This design comes from an exercise in tuning for small area on the open sky130 flow, not from production work.
Only simulation tests tie the RTL to the original design; equivalence was not proved.

Setup of rev 12:
Design csma_ca_mac_controller, start of the top module:
module csma_ca_mac_controller #(
  parameter int SUB_SLOTS = csma_pkg::SUB_SLOTS_DEF
) (
  input  logic                             clk,
  input  logic                             rst,
  input  logic                             in_valid,
  output logic                             in_ready,
  input  logic [csma_pkg::KIND_W-1:0]      kind,
  input  logic [csma_pkg::MED_W-1:0]       medium_req,
  input  logic                             fcs_ok,
  input  logic                             for_us,
  input  logic                             frame_is_ack,
  input  logic                             dest_broadcast,
  input  logic                             dest_multicast,
  input  logic [csma_pkg::ADDR_W-1:0]      source_address,
  input  logic [csma_pkg::DRAW_W-1:0]      random_draw,
  output logic                             out_valid,
  input  logic                             out_ready,
  output logic [csma_pkg::ACT_W-1:0]       action,
  output logic [csma_pkg::MST_W-1:0]       mac_state,
  output logic [csma_pkg::ADDR_W-1:0]      ack_destination,
  output logic                             want_frame,
  input  logic                             cfg_valid,
  output logic                             cfg_ready,
  input  logic [csma_pkg::CFG_IDX_W-1:0]   cfg_index,
  input  logic [csma_pkg::CFG_DATA_W-1:0]  cfg_data
);
  logic [5:0] cnt;
  logic       run, take;
  assign cfg_ready = 1'b1;
  assign in_ready = take;
  csma_ctrl u_ctrl (
    .clk  (clk),
    .rst  (rst),
    .take (take),
    .run  (run),
    .cnt  (cnt)
  );
  csma_dp #(.SUB_SLOTS(SUB_SLOTS)) u_dp (
    .clk             (clk),
    .rst             (rst),
    .cnt             (cnt),
    .run             (run),
    .take            (take),
    .out_valid       (out_valid),
    .cfg_valid       (cfg_valid),
    .cfg_index       (cfg_index),
    .cfg_data        (cfg_data),
    .in_valid        (in_valid),
    .kind            (kind),
  ...
Size in the first run: ~1000 cells after synthesis, about 170 I/O pins.
Settings: LEC_CHECK=0, CAP_MARGIN=20, CORE_MARGIN=2, CORE_UTILIZATION=55, CTS_BUF_LIST=sky130_fd_sc_hd__clkbuf_4 sky130_fd_sc_hd__clkbuf_8, GPL_TIMING_DRIVEN=0, SLEW_MARGIN=20; clock period 11.0 ns.
standard.sh (not shown) runs the stock make flow with config.mk's settings and CLKGATE_MAP_FILE= SYNTH_SCRIPT=/design/flow/synth_recipe.tcl, a recipe that flattens the netlist after the stock synthesis.
==> flow/flow/run.sh <==
#!/bin/bash
# Layout flow: the standard synthesis, then the combinational logic between the
# registers re-mapped by ABC for area (registers, their names and cells kept), then
# the standard layout with the ports buffered by the smallest buffer.
set -euo pipefail
W=$(pwd)
F=$W/flow
R=$W/orfs/results/${FLOW_PLATFORM}/csma_ca_mac_controller/base
LIB=$FLOW_HOME/platforms/${FLOW_PLATFORM}/lib/sky130_fd_sc_hd__tt_025C_1v80.lib

bash standard.sh synth > $W/std_synth.log 2>&1

SEQ=$(python3 $F/seqcells.py $LIB)
DU=$(sed -n '/DONT_USE_CELLS += /,/^#/p' $FLOW_HOME/platforms/${FLOW_PLATFORM}/config.mk \
      | grep -o "sky130_fd_sc_hd__[a-z0-9_]*" | sed 's/^/-dont_use /' | tr '\n' ' ')
cp $R/1_2_yosys.v $W/std_1_2_yosys.v
sed -e "s#@SEQ@#$SEQ#; s#@NET@#$W/std_1_2_yosys.v#; s#@TOP@#$FLOW_TOP#; \
        s#@SCRIPT@#$F/area.abc#; s#@LIB@#$LIB#g; s#@DONTUSE@#$DU#; s#@STAT@#$W/remap_stat.txt#; \
        s#@OUT@#$W/remap.v#" $F/remap.ys.in > $W/remap.ys
yosys -s $W/remap.ys > $W/remap.log 2>&1
cp $W/remap.v $R/1_2_yosys.v
touch $R/1_2_yosys.v

bash standard.sh "BUFFER_PORTS_ARGS=-buffer_cell sky130_fd_sc_hd__buf_1" finish > $W/std_layout.log 2>&1
==> flow/flow/area.abc <==
&get -n
&deepsyn -T 240
&put
dch -f
amap
topo
==> flow/flow/remap.ys.in <==
read_liberty -ignore_miss_func @LIB@
blackbox @SEQ@
read_verilog @NET@
hierarchy -top @TOP@
flatten
hierarchy -top @TOP@
opt -purge
techmap
opt -fast -purge
abc -script @SCRIPT@ -liberty @LIB@ @DONTUSE@
opt_clean -purge
hilomap -singleton -hicell sky130_fd_sc_hd__conb_1 HI -locell sky130_fd_sc_hd__conb_1 LO
insbuf -buf sky130_fd_sc_hd__buf_1 A X
splitnets
opt_clean -purge
tee -o @STAT@ stat -liberty @LIB@
write_verilog -noattr -nohex -nodec @OUT@
==> flow/flow/seqcells.py <==
#!/usr/bin/env python3
"""Print the names of a liberty file's cells that hold state (ff, latch or statetable groups)."""
import re, sys
txt = open(sys.argv[1]).read()
names = []
for m in re.finditer(r'\n\s*cell\s*\(\s*"?(\w+)"?\s*\)\s*\{', txt):
    start = m.end(); depth = 1; j = start
    while depth:
        c = txt[j]
        if c == '{': depth += 1
        elif c == '}': depth -= 1
        j += 1
    if re.search(r'\b(ff|latch|ff_bank|latch_bank|statetable)\s*\(', txt[start:j - 1]):
        names.append(m.group(1))
print(' '.join(names))
Changes in rev 13 relative to rev 12:
--- a/flow/design.v
+++ b/flow/design.v
@@ -74,17 +74,16 @@
 module csma_dp #(
   parameter int SUB_SLOTS = csma_pkg::SUB_SLOTS_DEF
 ) (
   input  logic                             clk,
   input  logic                             rst,
   input  logic [5:0]                       cnt,
   output logic                             run,
   output logic                             take,
-  output logic                             out_valid,
   input  logic                             cfg_valid,
   input  logic [csma_pkg::CFG_IDX_W-1:0]   cfg_index,
   input  logic [csma_pkg::CFG_DATA_W-1:0]  cfg_data,
   input  logic                             in_valid,
   input  logic [csma_pkg::KIND_W-1:0]      kind,
   input  logic [csma_pkg::MED_W-1:0]       medium_req,
   input  logic                             fcs_ok,
   input  logic                             for_us,
@@ -245,31 +244,22 @@
         gen = 1'b1; gmc = fl_bc | fl_mc; grc = rc;
         bv = 1'b1;
       end
       ld_difs = 1'b0;
       ld_bo = 1'b1;
       st = csma_pkg::M_BACKOFF;
     end
   end
-  logic [csma_pkg::ACT_W-1:0] act_r;
   assign run = in_valid && gen && !rst;
-  assign take = in_valid && !out_valid && !rst && (!gen || (cnt[5] && cnt[4]));
-  always_ff @(posedge clk) begin
-    if (rst) out_valid <= 1'b0;
-    else if (take) out_valid <= 1'b1;
-    else if (out_ready) out_valid <= 1'b0;
-  end
-  always_ff @(posedge clk) begin
-    if (take) act_r <= act;
-  end
-  assign action = act_r;
-  assign mac_state = mst;
-  assign ack_destination = (act_r == csma_pkg::A_SEND_ACK) ? ack_addr : '0;
-  assign want_frame = (mst == csma_pkg::M_IDLE) && !held;
+  assign take = in_valid && out_ready && !rst && (!gen || (cnt[5] && cnt[4]));
+  assign action = act;
+  assign mac_state = st;
+  assign ack_destination = (act == csma_pkg::A_SEND_ACK) ? ack_addr : '0;
+  assign want_frame = (st == csma_pkg::M_IDLE) && !fl_held;
   logic        ph_load, ph_win, ph_div, win_it;
   logic [10:0] z;
   logic [9:0]  cw, cw_eff;
   logic [3:0]  it_n;
   assign ph_load = (cnt == 6'd0);
   assign ph_win  = (cnt[5:4] == 2'b00) && !ph_load;
   assign ph_div  = (cnt[5] ^ cnt[4]);
   assign it_n    = cnt[3:0] - 4'd1;
@@ -338,26 +328,31 @@
                 | ({16{t_dec}} & tdec)
                 | ({16{t_wl}} & (gmc ? {5'd0, cw_multicast, 1'b1} : {6'd0, cw_min}))
                 | ({16{t_wi}} & {5'd0, (z > {1'b0, cw_max}) ? cw_max : z[9:0], 1'b1});
   logic       b_wl, b_div, b_dec;
   assign b_wl  = run && ph_load;
   assign b_div = run && ph_div;
   assign b_dec = take && slot_dec;
   always_ff @(posedge clk) begin
-    if (take) begin
-      hbc <= fl_bc; hmc <= fl_mc; retry <= rc;
-      if (ld_aa) ack_addr <= source_address;
-    end
-    if (t_en) timer <= t_nv;
-    if (b_wl || b_div || b_dec) begin
-      bo_slots <= ({10{b_div}} & q_step) | ({10{b_dec}} & slots_dec);
-    end
-    if (b_wl || b_div) begin
-      bo_sub <= ({7{b_div}} & s_step) | ({7{b_wl}} & SUB_TOP);
+    if (rst) begin
+      hbc <= 1'b0; hmc <= 1'b0; retry <= '0; ack_addr <= '0;
+      timer <= '0; bo_slots <= '0; bo_sub <= '0;
+    end else begin
+      if (take) begin
+        hbc <= fl_bc; hmc <= fl_mc; retry <= rc;
+        if (ld_aa) ack_addr <= source_address;
+      end
+      if (t_en) timer <= t_nv;
+      if (b_wl || b_div || b_dec) begin
+        bo_slots <= ({10{b_div}} & q_step) | ({10{b_dec}} & slots_dec);
+      end
+      if (b_wl || b_div) begin
+        bo_sub <= ({7{b_div}} & s_step) | ({7{b_wl}} & SUB_TOP);
+      end
     end
   end
 endmodule
 module csma_ca_mac_controller #(
   parameter int SUB_SLOTS = csma_pkg::SUB_SLOTS_DEF
 ) (
   input  logic                             clk,
   input  logic                             rst,
@@ -382,30 +377,30 @@
   output logic                             cfg_ready,
   input  logic [csma_pkg::CFG_IDX_W-1:0]   cfg_index,
   input  logic [csma_pkg::CFG_DATA_W-1:0]  cfg_data
 );
   logic [5:0] cnt;
   logic       run, take;
   assign cfg_ready = 1'b1;
   assign in_ready = take;
+  assign out_valid = take;
   csma_ctrl u_ctrl (
     .clk  (clk),
     .rst  (rst),
     .take (take),
     .run  (run),
     .cnt  (cnt)
   );
   csma_dp #(.SUB_SLOTS(SUB_SLOTS)) u_dp (
     .clk             (clk),
     .rst             (rst),
     .cnt             (cnt),
     .run             (run),
     .take            (take),
-    .out_valid       (out_valid),
     .cfg_valid       (cfg_valid),
     .cfg_index       (cfg_index),
     .cfg_data        (cfg_data),
     .in_valid        (in_valid),
     .kind            (kind),
     .medium_req      (medium_req),
     .fcs_ok          (fcs_ok),
     .for_us          (for_us),
Notes after the runs:
Rev 13 vs rev 12, most common cell after layout, fill and taps aside: sky130_fd_sc_hd__clkinv_1 vs sky130_fd_sc_hd__buf_1. [compare] base=rev 12 new=rev 13: aggregate negative setup slack has remained practically unchanged, chip width fell by 1.5%, final hold slack dropped 0.0057 ns, number of non-clock buffers in the layout went down 4.3%, flip-flop and latch count down 5. Looking at beginning of the critical path, the kind[0] result is from rev 13; the kind[1] one comes from rev 12.

static timing again, ports no longer ideal:
In the flow no input, the clock included, has a driving cell. The finished layouts below were timed again as built, in two steps. Step 1 sets driving cells, clkbuf_16 on the clock port and buf_2 on the other inputs (assumed; they add their load-dependent delay and slew). Step 2 moves the port delays by t, midway between the first and last clock arrival at a register: inputs arrive t later, outputs are due t later. That takes back most of the time a late clock gives input paths. Slacks: ideal / step 1 / step 2; pairs: ideal / step 1.
run | t (ns) | slack for setup (ns) | worst setup path after step 2 | pins driven straight from the clock port
rev 12 | 0.516 | 2.313 / 2.330 / 1.814 | input to register | 1
rev 13 | 0.511 | 2.125 / 2.144 / 1.633 | input to register | 1
After both steps every run listed still meets setup and hold. For rev 12, which loses most, drivers alone change the setup slack by +0.017 ns; drivers and shift together by -0.499 ns.
